What follows belongs to an exercise in optimizing a design on an open flow for small area; a production flow would make more cautious choices.
In this exercise RTL edits were held to simulation tests only and were not proved equivalent to the original.
Power and IR drop assume default switching activity.

## core_v2
module core_v2
#(
   parameter int              XLEN     = 32,
   parameter int              ADDR_W   = 13,
   parameter int              SEL_W    = 2,
   parameter logic [XLEN-1:0] RESET_PC = '0
)(
   input  wire logic  clk,
   input  wire logic  rst,
   output logic              bus_req,
   output logic [ADDR_W-1:0] bus_addr,
   output logic [SEL_W-1:0]  bus_sel,
   output logic [1:0]        bus_op,
   output logic [XLEN-1:0]   bus_wdata,
   input  wire logic         bus_ack,
   input  wire logic [XLEN-1:0] bus_rdata,
   output logic       halted,
   output logic       illegal,
   output logic [XLEN-1:0] pc
);
   logic [3:0]  r_cnt;
   logic [2:0]  r_state;
   logic [1:0]  r_rnd;
   logic [31:0] r_i, r_w, r_pc;
   logic [4:0]  r_sh;
   logic        r_cy, r_cyp, r_flag;
   logic [2:0]  w_type;
   logic [3:0]  w_op;
   logic [4:0]  w_ra, w_rb, w_rc;
   logic        w_alu, w_mem, w_br, w_store, w_load, w_shift, w_slt;
   logic [2:0]  w_kind;
   logic        w_run, w_final, w_last, w_req, w_take;
   logic [4:0]  w_psel;
   logic [1:0]  w_pr, w_a, w_b, w_res, w_wd, w_inc, w_pcin, w_tap, w_shout, w_slt2, w_wfill;
   logic        w_cin, w_cout, w_ci, w_c1, w_we, w_wshift;
   logic [4:0]  w_seff, w_t;
   logic [32:0] w_wx;
   logic [2:0]  w_ntype;
   assign w_type  = r_i[2:0];
   assign w_op    = r_i[6:3];
   assign w_ra    = r_i[11:7];
   assign w_rb    = r_i[16:12];
   assign w_rc    = r_i[21:17];
   assign w_alu   = (w_type == 3'd1) || (w_type == 3'd2) || (w_type == 3'd3);
   assign w_mem   = (w_type == 3'd4);
   assign w_br    = (w_type == 3'd6);
   assign w_store = w_mem && w_op[0];
   assign w_load  = w_mem && !w_op[0];
   assign w_shift = (w_op == 4'd5) || (w_op == 4'd6);
   assign w_slt   = (w_op == 4'd7);
   always_comb begin
      w_kind = core_pkg::K_FINAL;
      case (w_type)
  ...
==> flow/config.mk <==
export PLATFORM = sky130hd
export DESIGN_NAME = core_v2
export DESIGN_NICKNAME = core_v2
export VERILOG_FILES = /design/flow/design.v
export SDC_FILE = /design/flow/constraint.sdc
export NUM_CORES = 4
export LEC_CHECK = 0
export ABC_AREA = 1
export CAP_MARGIN = 20
export CORE_MARGIN = 2
export CORE_UTILIZATION = 60
export CTS_BUF_LIST = sky130_fd_sc_hd__clkbuf_16
export CTS_CLUSTER_DIAMETER = 60
export CTS_CLUSTER_SIZE = 30
export SLEW_MARGIN = 20
==> flow/constraint.sdc <==
create_clock -name core_clock -period 12.0 [get_ports {clk}]
set_input_delay 2.4000 -clock core_clock [delete_from_list [all_inputs] [get_ports {clk}]]
set_output_delay 2.4000 -clock core_clock [all_outputs]
set_load 0.01 [all_outputs]
run.sh (not shown) runs the stock make flow with config.mk's settings and CLKGATE_MAP_FILE= SYNTH_SCRIPT=/design/flow/synth_recipe.tcl, a recipe that flattens the netlist after the stock synthesis.
Rerun with:
==> flow/flow/run.sh (new file) <==
#!/bin/bash
# Standard layout (the standard.sh), with two knobs that ORFS reads from the
# environment: port buffers use the smallest buffer cell, and clock tree
# synthesis uses large sink clusters without dummy loads.
set -euo pipefail
export BUFFER_PORTS_ARGS="-buffer_cell sky130_fd_sc_hd__buf_1"
export CTS_ARGS="-sink_clustering_enable -repair_clock_nets -dont_use_dummy_load -sink_clustering_size 30 -sink_clustering_max_diameter 60 -buf_list sky130_fd_sc_hd__clkbuf_16"
bash standard.sh finish > standard_flow.log 2>&1
==> flow/standard.sh (new file) <==
#!/bin/bash
# synth_recipe.tcl (not shown) runs the flow's synth.tcl, then flattens the netlist and writes it again
# the make line also repeats each setting of config.mk as NAME=value (left out here)
make -C /OpenROAD-flow-scripts/flow DESIGN_CONFIG=/design/flow/config.mk WORK_HOME=/design/flow/orfs CLKGATE_MAP_FILE= SYNTH_SCRIPT=/design/flow/synth_recipe.tcl "${@:-finish}"
--- a/flow/config.mk
+++ b/flow/config.mk
@@ -10,6 +10,3 @@
 export CORE_MARGIN = 2
 export CORE_UTILIZATION = 60
-export CTS_BUF_LIST = sky130_fd_sc_hd__clkbuf_16
-export CTS_CLUSTER_DIAMETER = 60
-export CTS_CLUSTER_SIZE = 30
 export SLEW_MARGIN = 20
removed: flow/run.sh
=> The changed run finished with timing, DRC and antenna clean. Synthesized area stays the same. Setup slack is better by 0.025 ns. Worst hold slack is worse by 0.051 ns. Via count fell by 0.48%. Die area stays the same. Wire length came out lower by 2.2%. Clock-buffer cell count fell by 2. Non-clock buffer count drops by 2.
Rerun with:
==> flow/run.sh (new file) <==
#!/bin/bash
# synth_recipe.tcl (not shown) runs the flow's synth.tcl, then flattens the netlist and writes it again
# the make line also repeats each setting of config.mk as NAME=value (left out here)
make -C /OpenROAD-flow-scripts/flow DESIGN_CONFIG=/design/flow/config.mk WORK_HOME=/design/flow/orfs CLKGATE_MAP_FILE= SYNTH_SCRIPT=/design/flow/synth_recipe.tcl finish
--- a/flow/config.mk
+++ b/flow/config.mk
@@ -10,3 +10,6 @@
 export CORE_MARGIN = 2
 export CORE_UTILIZATION = 60
+export CTS_BUF_LIST = sky130_fd_sc_hd__clkbuf_8
+export CTS_CLUSTER_DIAMETER = 50
+export CTS_CLUSTER_SIZE = 16
 export SLEW_MARGIN = 20
removed: flow/flow/run.sh
removed: flow/standard.sh
After rerunning:
- final cell count went up by 2.1%
- clock-buffer cell count went up by 43
- clock power went up by about 5%
- routed wire length went up by 2.9%
- area after synthesis is unchanged
- power went up by 2.9%
- design area went up by 3.1%
- via count went up by 1.9%
- worst hold slack improved by 0.062 ns
- die area is unchanged

what the ideal ports hide:
The results above use ideal ports. As a check the final layouts listed here were re-extracted and re-timed, cells and wires unchanged.
Step 1 sets driving cells, clkbuf_16 on the clock port and buf_2 on the other inputs (assumed; they add their load-dependent delay and slew).
Step 2 times the ports against the registers' clock, not the clock port: input delays grow and output delays shrink by t, the midpoint of the rising clock arrivals with the driver on.
Three values: ideal ports, drivers, drivers and shift; two values: the first two.
run | t (ns) | slack for setup (ns) | hold slack, ns | worst register clock-pin slew, ns | pins driven straight from the clock port
the first run | 0.667 | 5.657 / 5.643 / 5.644 | 0.306 / 0.306 / 0.306 | 0.11 / 0.11 | 1
the second run | 0.633 | 5.682 / 5.681 / 5.681 | 0.255 / 0.255 / 0.255 | 0.10 / 0.10 | 1
the third run | 0.739 | 5.572 / 5.513 / 5.637 | 0.317 / 0.317 / 0.317 | 0.10 / 0.10 | 1
After both steps setup and hold are still met in every run listed. The setup slack of the first run, which loses most, moves by -0.014 ns with the drivers and by -0.013 ns with both steps.
